This is an optimization exercise on Yosys and OpenROAD, whose aim is small area, a short achievable clock period and few clock cycles per item, not a production implementation. Where RTL was checked, it was by simulation tests only, not by an equivalence proof against the original. Power is estimated from default activity; no workload was simulated.

## session_replay_counter_table
module session_replay_counter_table (
    input  logic        i_clk,
    input  logic        i_rst_n,
    input  logic        i_in_valid,
    output logic        o_in_ready,
    input  logic        i_in_kind,
    input  logic [31:0] i_in_sess,
    input  logic [31:0] i_in_counter,
    output logic        o_out_valid,
    input  logic        i_out_ready,
    output logic        o_out_accepted
);
    localparam int SLOTS = srct_pkg::SLOTS;
    localparam int NB    = 4;   
    logic [SLOTS-1:0] r_valid;
    logic [31:0]      r_sess [SLOTS];
    logic [31:0]      r_ctr  [SLOTS];
    logic             r_v1;
    logic             r_kind1;
    logic [31:0]      r_sess1;
    logic [31:0]      r_c1;
    logic             r_v2;       
    logic [SLOTS-1:0] r_sel2;     
    logic             r_any2;     
    logic             r_force2;   
    logic [31:0]      r_c2;       
    logic             r_v3;
    logic [SLOTS-1:0] r_sel3;
    logic             r_any3;
    logic             r_force3;
    logic [31:0]      r_c3;
    logic [NB-1:0]    r_gb3;      
    logic [NB-1:0]    r_eb3;      
    logic [NB-1:0]    r_gf3;      
    logic [NB-1:0]    r_ef3;      
    logic             r_same3;    
    logic             r_wr4;      
    logic [2:0]       r_qcnt;
    logic [4:0]       r_qacc;
    logic             r_ovalid;   
    logic             r_ready;
    logic [2:0]       r_occ;      
    logic [SLOTS-1:0] w_hit;
    logic [SLOTS-1:0] w_first_free;
    logic [SLOTS-1:0] w_sel;
    logic             w_any_hit;
    logic             w_seen_free;
    logic             w_cnz;
    logic             w_take;
    logic             w_alloc;
    logic [31:0]      w_hctr;
    logic [NB-1:0]    w_gb;
    logic [NB-1:0]    w_eb;
    logic [NB-1:0]    w_gf;
    logic [NB-1:0]    w_ef;
    logic [NB-1:0]    w_g3;
    logic [NB-1:0]    w_e3;
    logic             w_gt;
    logic             w_wr3;
    logic             w_acc3;
    logic             w_pop;
    assign w_take = i_in_valid && r_ready;
    assign w_cnz  = (r_c1 != 32'd0);
    always_comb begin
        w_seen_free = 1'b0;
        for (int i = 0; i < SLOTS; i++) begin
            w_hit[i]        = r_valid[i] && (r_sess[i] == r_sess1);
            w_first_free[i] = !r_valid[i] && !w_seen_free;
            w_seen_free     = w_seen_free || !r_valid[i];
        end
  ...
Settings: LEC_CHECK=0, CAP_MARGIN=20, CORE_MARGIN=2, CORE_UTILIZATION=70, CTS_CLUSTER_DIAMETER=80, CTS_CLUSTER_SIZE=20, SETUP_SLACK_MARGIN=3.4, SLEW_MARGIN=20; clock period 6.0 ns.
standard.sh (not shown) runs the stock make flow with config.mk's settings and CLKGATE_MAP_FILE= SYNTH_SCRIPT=/design/flow/synth_recipe.tcl, a recipe that flattens the netlist after the stock synthesis.
==> flow/flow/run.sh <==
#!/bin/bash
# Layout flow: the standard flow, with the port buffers inserted at
# global placement made from sky130_fd_sc_hd__buf_1 instead of the cell
# buffer_ports picks by default. Each step's output goes to its own log.
set -e
cp standard.sh standard_sh_copy.log
export BUFFER_PORTS_ARGS="-buffer_cell sky130_fd_sc_hd__buf_1"
bash standard.sh > standard.log 2>&1
The first run ran to the end with no violations.
Testbench counts at the start, summed over its fixed seeds: cycles 3,232, items 3,200.
Change:
==> flow/run.sh (new file) <==
#!/bin/bash
# synth_recipe.tcl (not shown) runs the flow's synth.tcl, then flattens the netlist and writes it again
# the make line also repeats each setting of config.mk as NAME=value (left out here)
make -C /OpenROAD-flow-scripts/flow DESIGN_CONFIG=/design/flow/config.mk WORK_HOME=/design/flow/orfs CLKGATE_MAP_FILE= SYNTH_SCRIPT=/design/flow/synth_recipe.tcl finish
Settings changed: CORE_UTILIZATION 70 to 60.
removed: flow/flow/run.sh
removed: flow/standard.sh
Result: The new run ran to the end with no violations. Design area is higher by a few percent. Synthesized area is unchanged. Via count is lower slightly.
Change:
Settings changed: CORE_UTILIZATION 60 to 70, SETUP_SLACK_MARGIN 3.4 to 3.5.
Wire length grows by about 1.8%; via count grows by about 2.5%; die area decreases by 14%; maximum frequency rose by about 0.8%; setup slack gains 20 ps; first-iteration DRC count fell by 8.7%.
Change:
Settings changed: CORE_UTILIZATION 70 to 80, SETUP_SLACK_MARGIN 3.5 to 3.4.
The new run produced a clean layout.
Sequential power hardly moves.
Power rises by about 1.6%.
Die area shrinks by 12%.
Clock-buffer cell count came out higher by 1.
Clock power is higher by about 2%.
Via count rose by 10%.
Change:
Settings changed: CORE_UTILIZATION 80 to 70.
Outcome:
- area after synthesis stays the same
- final area barely changes
- sequential power barely changes
- critical path depth does not change
- global-route usage went down by 8.4 points
- cell count goes up by about 3%
- register-to-register slack gains 200 ps
- via count came out lower by 10%
- maximum frequency grows by 7.6%

Setup of 03-06:
session_replay_counter_table, a different RTL version from the one above (not shown whole).
For scale: about 1,600 cells after synthesis, roughly 72 I/O pins, roughly 25,000 µm² of cells after synthesis.
make LEC_CHECK=0 CAP_MARGIN=20 CORE_MARGIN=2 CORE_UTILIZATION=40 SETUP_SLACK_MARGIN=3.4 SLEW_MARGIN=20 finish   # period 6.0 ns
run.sh (not shown) runs the stock make flow with config.mk's settings and CLKGATE_MAP_FILE= SYNTH_SCRIPT=/design/flow/synth_recipe.tcl, a recipe that flattens the netlist after the stock synthesis.
Stock flow here: none of the scripts above is used.
#### Input delta (02-28 over 03-06)
- SETUP_SLACK_MARGIN: 3.4 -> 3.7
--- outcome ---
Final instance area: 02-28 > 03-06
Sort 03-06 and 02-28 by setup slack at placement asc -> top: 02-28
02-28 vs 03-06, overall power consumption went up by 0.85%.
Compared with 03-06, 02-28 shows period utilization higher by 0.17 points.
The higher number of global-route vias before repair came out of 02-28.
Compared with 03-06, in 02-28 gate count after technology mapping essentially unchanged, global-route track usage on met1 dropped 0.66 points, initial antenna violation count grew by 1.
Against 03-06 as the reference, 02-28 delivers a lower setup slack.
02-28 vs 03-06, post-layout utilization of the core went up by 1.5 points.
No run of this note included a check of the RTL's function; only the layout flow was run.

## nickel
Another version of the RTL of session_replay_counter_table (not shown whole).
Size: roughly 1600 cells after synthesis, about 72 I/O pins, roughly 26000 um2 of cells after synthesis.
Settings: LEC_CHECK=0, CAP_MARGIN=20, CORE_MARGIN=2, CORE_UTILIZATION=70, CTS_CLUSTER_DIAMETER=100, CTS_CLUSTER_SIZE=25, SETUP_SLACK_MARGIN=3.4, SLEW_MARGIN=20; clock period 6.0 ns.
Testbench counts of nickel, summed over its fixed seeds: cycles 3,232, items 3,200.
### nickel -> pepper
Settings: changing CTS_CLUSTER_DIAMETER from 100 to 80; changing CTS_CLUSTER_SIZE from 25 to 20.
==> run notes <==
- pepper against nickel: register share of total power dropped 1.8 points; final critical delay including setup and external delays picked up an extra 0.076 ns; violation count after the first detailed-route iteration has decreased; largest net degree at the start of global routing saw little to no change; number of global-route vias before repair +1.1%.
- nickel → pepper: iteration count of the initial detailed-routing pass shows a reduction of 2, final design instance area without fill shows an increase of 170 um2, hold slack shows no meaningful change, clock share of power shows an increase of 2.1 points, number of clock buffer instances in the layout shows an increase of 11.
- Re maximum clock rate: nickel and pepper aren't equal, and the higher value belongs to nickel.
### pepper -> lagoon
Settings: CORE_UTILIZATION now 65, was 70; CTS_CLUSTER_SIZE now 25, was 20; CTS_CLUSTER_DIAMETER now 100, was 80; SETUP_SLACK_MARGIN now 3.9, was 3.4.
Notes after the runs:
lagoon vs pepper — cell area after layout rose about 6%.
Delta(via count, lagoon - pepper) > 0
Taking pepper as the reference, in lagoon tap cell count shows an increase of 57; critical path's largest stage delay has decreased; sum of met2 wire segment lengths after detailed routing moved up; area taken by flip-flops and latches went up.
Compare pepper and lagoon | horizontal die dimension higher: lagoon
Re transition at the pin with the smallest max-transition slack: pepper was lower than lagoon.
The final reports for lagoon and pepper show count of clock buffers in the final design lower in the former.
DRC marker count from the first detailed-route iteration: lagoon > pepper
Timing startpoint of the critical path = r_ef3[1]$_DFF_P_: pepper; timing startpoint of the critical path = r_sess1[8]$_DFF_P_: lagoon
For CTS clock-pin slew for the worst setup and hold paths, lagoon and pepper come out practically identical.
### lagoon -> yarrow
Settings: SETUP_SLACK_MARGIN: 3.9 -> 3.8; CORE_UTILIZATION: 65 -> 75.
[summary]
- yarrow vs lagoon: source-to-sink clock delay at the later pin of the worst-skew pair down
- lagoon and yarrow all finish clean.
- Changes observed in yarrow relative to lagoon: shortest clock period the worst path allows after layout picked up an extra 0.11 ns; met3 track demand over resource in global routing picked up an extra 1.2 points.
- yarrow ended up with a lower final setup slack of the worst path than lagoon did.
- yarrow ended up with r_sel2[4]$_SDFF_PN0_ as its end of the critical path; lagoon ended up with r_sel2[3]$_SDFF_PN0_.
- Compared to lagoon, yarrow has all-layer global routing usage 4.9 points higher.
- Compared with lagoon, yarrow shows a lower critical path required time.
Inputs modified between yarrow and juniper:
Settings: changing SLEW_MARGIN from 20 to 10; changing SETUP_SLACK_MARGIN from 3.8 to 3.4; changing CAP_MARGIN from 20 to 10; changing CORE_UTILIZATION from 75 to 70.
[summary]
Per the comparison of juniper with yarrow, final area dropped about 5.6%, number of logic stages on the critical path including buffering dropped 1, hold buffer count at cts barely changed, part of the power in the clock network climbed 0.5 points. The core of juniper is less densely filled than that of yarrow. Routed length on met3, juniper and yarrow: higher on yarrow. Compared with yarrow, juniper degrades clock period minus worst slack.

Setup of job 101:
session_replay_counter_table, a different RTL version from the one above (not shown whole).
For scale: ~1700 cells after synthesis, ~0.025 sq mm of cells after synthesis.
Settings: LEC_CHECK=0, CAP_MARGIN=20, CORE_MARGIN=2, CORE_UTILIZATION=40, SETUP_SLACK_MARGIN=3.4, SLEW_MARGIN=20; clock period 6.0 ns.
Job 101 ran to completion and came out clean on the timing, design-rule and antenna checks.
The inputs of job 102 differ from those of job 101 as listed below.
# job 101
export LEC_CHECK = 0
export CAP_MARGIN = 20
export CORE_MARGIN = 2
export CORE_UTILIZATION = 40
export SETUP_SLACK_MARGIN = 3.4
export SLEW_MARGIN = 20
create_clock -name core_clock -period 6.0 [get_ports {i_clk}]
# job 102
export LEC_CHECK = 0
export CAP_MARGIN = 20
export CORE_MARGIN = 2
export CORE_UTILIZATION = 60
export CTS_CLUSTER_DIAMETER = 100
export CTS_CLUSTER_SIZE = 30
export SETUP_SLACK_MARGIN = 3.4
export SLEW_MARGIN = 20
create_clock -name core_clock -period 6.0 [get_ports {i_clk}]
Notes after the runs:
Compared with job 101, job 102 instantiates a smaller number of cells.
Total power is lower on job 102
Relative to job 101, the die footprint of job 102 is lower by 33%.
STATUS worst setup slack after layout: job 102 wins against job 101
Job 102: cell area about 6% below job 101
Job 102 improves on job 101 in post-layout minimum cycle time.
[inputs] job 103 vs job 102
# job 102
export LEC_CHECK = 0
export CAP_MARGIN = 20
export CORE_MARGIN = 2
export CORE_UTILIZATION = 60
export CTS_CLUSTER_DIAMETER = 100
export CTS_CLUSTER_SIZE = 30
export SETUP_SLACK_MARGIN = 3.4
export SLEW_MARGIN = 20
create_clock -name core_clock -period 6.0 [get_ports {i_clk}]
# job 103
export LEC_CHECK = 0
export CAP_MARGIN = 20
export CORE_MARGIN = 2
export CORE_UTILIZATION = 40
export SETUP_SLACK_MARGIN = 3.0
export SLEW_MARGIN = 20
create_clock -name core_clock -period 6.0 [get_ports {i_clk}]
Results
No stage failed in job 103, and the final checks on the layout all came back clean.
Job 103 vs job 102 on fraction of area in non-clock buffers: job 103 is the lower one.
The leakage power of job 103 exceeds that of job 102 by about 3%.
Taking job 102 as the reference point, the clock network fraction of design power of job 103 rises by 16 points.
Diff job 102..job 103 | post-synthesis async set-or-reset flop share | unchanged
Wire length on met2, job 102 and job 103: higher on job 102
A critical path's slowest cell of clkdlybuf4s18_2 is what job 103 shows, while or4_4 belongs to job 102.
Setup changes, job 103 to job 104
# job 103
export LEC_CHECK = 0
export CAP_MARGIN = 20
export CORE_MARGIN = 2
export CORE_UTILIZATION = 40
export SETUP_SLACK_MARGIN = 3.0
export SLEW_MARGIN = 20
create_clock -name core_clock -period 6.0 [get_ports {i_clk}]
# job 104
export LEC_CHECK = 0
export CAP_MARGIN = 20
export CORE_MARGIN = 2
export CORE_UTILIZATION = 60
export CTS_CLUSTER_DIAMETER = 80
export CTS_CLUSTER_SIZE = 20
export SETUP_SLACK_MARGIN = 3.4
export SLEW_MARGIN = 20
create_clock -name core_clock -period 6.0 [get_ports {i_clk}]
Going from job 103 to job 104, the minimum period implied by the final worst setup slack was found to have gone down by 0.22 ns. Run comparison: job 104 master of the slowest instance on the critical path or4_4; job 103 master of the slowest instance on the critical path clkdlybuf4s18_2. Job 103 vs job 104, launch point of the worst path: i_in_sess[9] vs i_in_sess[29]. Against job 103 as the reference, job 104 delivers a lower layout overhead on the synthesized area. Logic gate share of total power (lower): job 103.
No functional check of the RTL was part of any run of this note.

port drivers added, routing unchanged:
In the flow no input, the clock included, has a driving cell. The finished layouts below were timed again as built, in two steps.
Step 1 (the two cells are an assumption about what drives the block):
set clk [get_ports {i_clk}]
set_driving_cell -lib_cell sky130_fd_sc_hd__clkbuf_16 $clk
set_driving_cell -lib_cell sky130_fd_sc_hd__buf_2 [delete_from_list [all_inputs] $clk]
Step 2 moves the port delays by t, midway between the first and last clock arrival at a register: inputs arrive t later, outputs are due t later. That takes back most of the time a late clock gives input paths.
Three values: ideal ports, drivers, drivers and shift; two values: the first two.
| run | shift t [ns] | setup slack, ns | latest minus earliest clock arrival (ns) |
|---|---|---|---|
| the first run of note 1 | 0.631 | 3.312 / 3.312 / 3.059 | 0.041 / 0.041 |
| the second run of note 1 | 0.632 | 3.335 / 3.335 / 2.917 | 0.033 / 0.032 |
| the third run of note 1 | 0.631 | 3.355 / 3.355 / 3.000 | 0.027 / 0.027 |
| the fourth run of note 1 | 0.609 | 3.154 / 3.154 / 2.926 | 0.052 / 0.052 |
| the fifth run of note 1 | 0.617 | 3.355 / 3.355 / 2.902 | 0.029 / 0.029 |
| 03-06 | 0.667 | 3.078 / 3.078 / 2.677 | 0.038 / 0.038 |
| 02-28 | 0.671 | 3.068 / 3.068 / 2.602 | 0.037 / 0.038 |
| nickel | 0.587 | 3.451 / 3.451 / 2.900 | 0.027 / 0.027 |
| pepper | 0.627 | 3.376 / 3.376 / 2.845 | 0.042 / 0.042 |
| lagoon | 0.627 | 3.749 / 3.708 / 3.223 | 0.041 / 0.041 |
| yarrow | 0.597 | 3.641 / 3.641 / 3.214 | 0.041 / 0.041 |
| juniper | 0.587 | 3.451 / 3.451 / 2.900 | 0.027 / 0.027 |
| job 101 | 0.659 | 3.190 / 3.228 / 2.569 | 0.031 / 0.031 |
| job 102 | 0.643 | 3.260 / 3.269 / 2.625 | 0.049 / 0.049 |
| job 103 | 0.667 | 3.006 / 3.051 / 2.383 | 0.052 / 0.053 |
| job 104 | 0.629 | 3.226 / 3.249 / 2.619 | 0.030 / 0.029 |
After both steps setup and hold are still met in every run listed. The setup slack of job 102, which loses most, moves by +0.009 ns with the drivers and by -0.635 ns with both steps.
